This design comes from an exercise in tuning for small area, a short achievable clock period and few clock cycles on the open sky130 flow, not from production work. Only simulation tests tie the RTL to the original design; equivalence was not proved. The clock port is modelled as an ideal driver; clocking choices that lean on that would not hold on a real chip. Power and IR drop assume default switching activity.

## job 5279
==> flow/design.v (excerpt) <==
module gpu_property_tlv_parser (
   input  logic         clock,
   input  logic         reset,
   input  logic         req_tvalid,
   output logic         req_tready,
   input  logic [7:0]   req_tdata,
   input  logic         req_tlast,
   output logic         rsp_tvalid,
   input  logic         rsp_tready,
   output logic [399:0] rsp_tdata,
   output logic [1:0]   rsp_tuser
);
Size: roughly 690 cells after synthesis, roughly 500 flip-flops, roughly 420 I/O pins, roughly 16,000 um2 of cells after synthesis.
==> flow/config.mk <==
export PLATFORM = sky130hd
export DESIGN_NAME = gpu_property_tlv_parser
export DESIGN_NICKNAME = gpu_property_tlv_parser
export VERILOG_FILES = /design/flow/design.v
export SDC_FILE = /design/flow/constraint.sdc
export NUM_CORES = 4
export LEC_CHECK = 0
export CAP_MARGIN = 10
export CORE_MARGIN = 2
export CORE_UTILIZATION = 40
export CTS_CLUSTER_DIAMETER = 60
export CTS_CLUSTER_SIZE = 25
export PLACE_DENSITY = 0.45
export SETUP_SLACK_MARGIN = 3.0
export SLEW_MARGIN = 10
==> flow/constraint.sdc <==
create_clock -name core_clock -period 5.0 [get_ports {clock}]
set_input_delay 1.0000 -clock core_clock [delete_from_list [all_inputs] [get_ports {clock}]]
set_output_delay 1.0000 -clock core_clock [all_outputs]
set_load 0.01 [all_outputs]
standard.sh (not shown) runs the stock make flow with config.mk's settings and CLKGATE_MAP_FILE= SYNTH_SCRIPT=/design/flow/synth_recipe.tcl, a recipe that flattens the netlist after the stock synthesis.
==> flow/flow/run.sh <==
#!/bin/bash
# Standard ORFS layout, with one change after clock tree synthesis
# (post_cts.tcl): the tree's root buffer, which only relays the clock port to
# the first branching buffers, is removed so that the port drives those
# buffers directly. This takes one buffer stage off every register's clock
# path alike; the clock tree below it is untouched.
set -euo pipefail
bash standard.sh "POST_CTS_TCL=$PWD/flow/post_cts.tcl" "BUFFER_PORTS_ARGS=-buffer_cell sky130_fd_sc_hd__buf_1" finish > standard_flow.log 2>&1
==> flow/flow/post_cts.tcl <==
set block [ord::get_db_block]
set port_net [[$block findBTerm clock] getNet]
set sinks [$port_net getITerms]
if {[llength $sinks] == 1} {
  set root [[lindex $sinks 0] getInst]
  set out_net [[$root findITerm X] getNet]
  set loads {}
  foreach it [$out_net getITerms] {
    if {[$it getInst] != $root} { lappend loads $it }
  }
  if {[llength $loads] <= 4 && [string match "sky130_fd_sc_hd__clkbuf_*" [[$root getMaster] getName]]} {
    puts "post_cts: bypassing root buffer [$root getName] ([llength $loads] loads)"
    [$root findITerm A] disconnect
    [$root findITerm X] disconnect
    foreach it $loads {
      $it disconnect
      $it connect $port_net
    }
    odb::dbInst_destroy $root
    odb::dbNet_destroy $out_net
    estimate_parasitics -placement
    repair_timing_helper
    detailed_placement
    check_placement -verbose
    estimate_parasitics -placement
    report_clock_latency
  }
}
Testbench counts of job 5279, summed over its fixed seeds: cycles 28,137.
### job 5279 -> job 4129
# job 5279
export LEC_CHECK = 0
export CAP_MARGIN = 10
export CORE_MARGIN = 2
export CORE_UTILIZATION = 40
export CTS_CLUSTER_DIAMETER = 60
export CTS_CLUSTER_SIZE = 25
export PLACE_DENSITY = 0.45
export SETUP_SLACK_MARGIN = 3.0
export SLEW_MARGIN = 10
create_clock -name core_clock -period 5.0 [get_ports {clock}]
# job 4129
export LEC_CHECK = 0
export ABC_AREA = 1
export CAP_MARGIN = 20
export CORE_MARGIN = 2
export CORE_UTILIZATION = 40
export CTS_CLUSTER_DIAMETER = 60
export CTS_CLUSTER_SIZE = 25
export PLACE_DENSITY = 0.45
export SETUP_SLACK_MARGIN = 3.0
export SLEW_MARGIN = 20
create_clock -name core_clock -period 5.0 [get_ports {clock}]
[summary]
Compared to job 5279, job 4129 has count of placed standard cells including taps 6.7% higher. | adder-cell share of the synthesized area | job 4129 vs job 5279 | ≈ equal |. Diff job 5279 -> job 4129: mean routed wirelength per cell dropped 6.5%; worst clock skew barely changed. Job 4129 vs job 5279: overall die area up slightly. For met3 layer usage reported by global route, job 4129 and job 5279 come out practically identical. Horizontal extent of the die: job 4129 vs job 5279 — no meaningful difference. In the tables for job 4129 and job 5279, routed length on met2 reads lower with job 4129. Job 4129 falls short of job 5279 in worst hold slack across all endpoints.
Input-level comparison between job 4561 and job 4129:
# job 4129
export LEC_CHECK = 0
export ABC_AREA = 1
export CAP_MARGIN = 20
export CORE_MARGIN = 2
export CORE_UTILIZATION = 40
export CTS_CLUSTER_DIAMETER = 60
export CTS_CLUSTER_SIZE = 25
export PLACE_DENSITY = 0.45
export SETUP_SLACK_MARGIN = 3.0
export SLEW_MARGIN = 20
create_clock -name core_clock -period 5.0 [get_ports {clock}]
# job 4561
export LEC_CHECK = 0
export CAP_MARGIN = 20
export CORE_MARGIN = 2
export CORE_UTILIZATION = 30
export CTS_CLUSTER_DIAMETER = 60
export CTS_CLUSTER_SIZE = 25
export PLACE_DENSITY = 0.35
export SETUP_SLACK_MARGIN = 3.15
export SLEW_MARGIN = 20
create_clock -name core_clock -period 5.0 [get_ports {clock}]
--- a/flow/flow/run.sh
+++ b/flow/flow/run.sh
@@ -7,2 +7,2 @@
 set -euo pipefail
-bash standard.sh "POST_CTS_TCL=$PWD/flow/post_cts.tcl" "BUFFER_PORTS_ARGS=-buffer_cell sky130_fd_sc_hd__buf_1" finish > standard_flow.log 2>&1
+bash standard.sh "POST_CTS_TCL=$PWD/flow/post_cts.tcl" finish > standard_flow.log 2>&1
--- a/flow/flow/post_cts.tcl
+++ b/flow/flow/post_cts.tcl
@@ -10,3 +10,3 @@
   }
-  if {[llength $loads] <= 4 && [string match "sky130_fd_sc_hd__clkbuf_*" [[$root getMaster] getName]]} {
+  if {[llength $loads] <= 4 && [[$root getMaster] getName] eq "sky130_fd_sc_hd__clkbuf_16"} {
     puts "post_cts: bypassing root buffer [$root getName] ([llength $loads] loads)"
Results
Job 4561 finished end to end and its layout was clean on timing, DRC and antenna.
Diff job 4129 -> job 4561: first-iteration DRC count went down; share of the clock period used by the worst path went up; setup slack went down.
Clock-cell share of area (job 4561 over job 4129): increase, 0.75 points
Changes in job 1614 relative to job 4561:
# job 4561
export LEC_CHECK = 0
export CAP_MARGIN = 20
export CORE_MARGIN = 2
export CORE_UTILIZATION = 30
export CTS_CLUSTER_DIAMETER = 60
export CTS_CLUSTER_SIZE = 25
export PLACE_DENSITY = 0.35
export SETUP_SLACK_MARGIN = 3.15
export SLEW_MARGIN = 20
create_clock -name core_clock -period 5.0 [get_ports {clock}]
# job 1614
export LEC_CHECK = 0
export CAP_MARGIN = 20
export CORE_MARGIN = 2
export CORE_UTILIZATION = 40
export CTS_CLUSTER_DIAMETER = 60
export CTS_CLUSTER_SIZE = 25
export PLACE_DENSITY = 0.45
export SETUP_SLACK_MARGIN = 3.0
export SLEW_MARGIN = 20
create_clock -name core_clock -period 5.0 [get_ports {clock}]
--- a/flow/flow/post_cts.tcl
+++ b/flow/flow/post_cts.tcl
@@ -10,3 +10,3 @@
   }
-  if {[llength $loads] <= 4 && [[$root getMaster] getName] eq "sky130_fd_sc_hd__clkbuf_16"} {
+  if {[llength $loads] <= 4 && [string match "sky130_fd_sc_hd__clkbuf_*" [[$root getMaster] getName]]} {
     puts "post_cts: bypassing root buffer [$root getName] ([llength $loads] loads)"
[summary]
In job 1614 the clock period minus final worst setup slack turned out 49 ps lower than in job 4561. In the reports for job 4561 and job 1614, the smaller cell area belongs to job 1614. [compare] base=job 4561 new=job 1614: clock-buffer cell count shows a reduction of 9; total vias in the final route saw a decrease; switching power share of the total went down 1.1 points; multi-input combinational area share now sits at about the same level. Job 1614 vs job 4561 on combinational logic power: job 1614 is the lower one.

## what the ideal ports hide
In the flow no input, the clock included, has a driving cell. The finished layouts below were timed again as built, in two steps. Step 1 assumes that a clkbuf_16 drives the clock port and a buf_2 every other input. Step 2 moves the port delays by t, midway between the first and last clock arrival at a register: inputs arrive t later, outputs are due t later. That takes back most of the time a late clock gives input paths. a / b / c = ideal / step 1 / step 2; a / b = the first two.
run | shift t [ns] | setup slack, ns | worst setup path after step 2 | latest minus earliest clock arrival (ns) | worst slew at a driven data input, ns
job 5279 | 0.470 | 3.091 / 2.977 / 2.752 | input to register | 0.022 / 0.022 | 0.05
job 4129 | 0.471 | 3.069 / 2.957 / 2.727 | input to register | 0.022 / 0.022 | 0.06
job 4561 | 0.496 | 3.035 / 2.922 / 2.786 | input to register | 0.018 / 0.018 | 0.06
job 1614 | 0.467 | 3.084 / 2.970 / 2.741 | input to register | 0.019 / 0.020 | 0.05
After both steps setup and hold are still met in every run listed. The setup slack of job 1614, which loses most, moves by -0.114 ns with the drivers and by -0.343 ns with both steps.
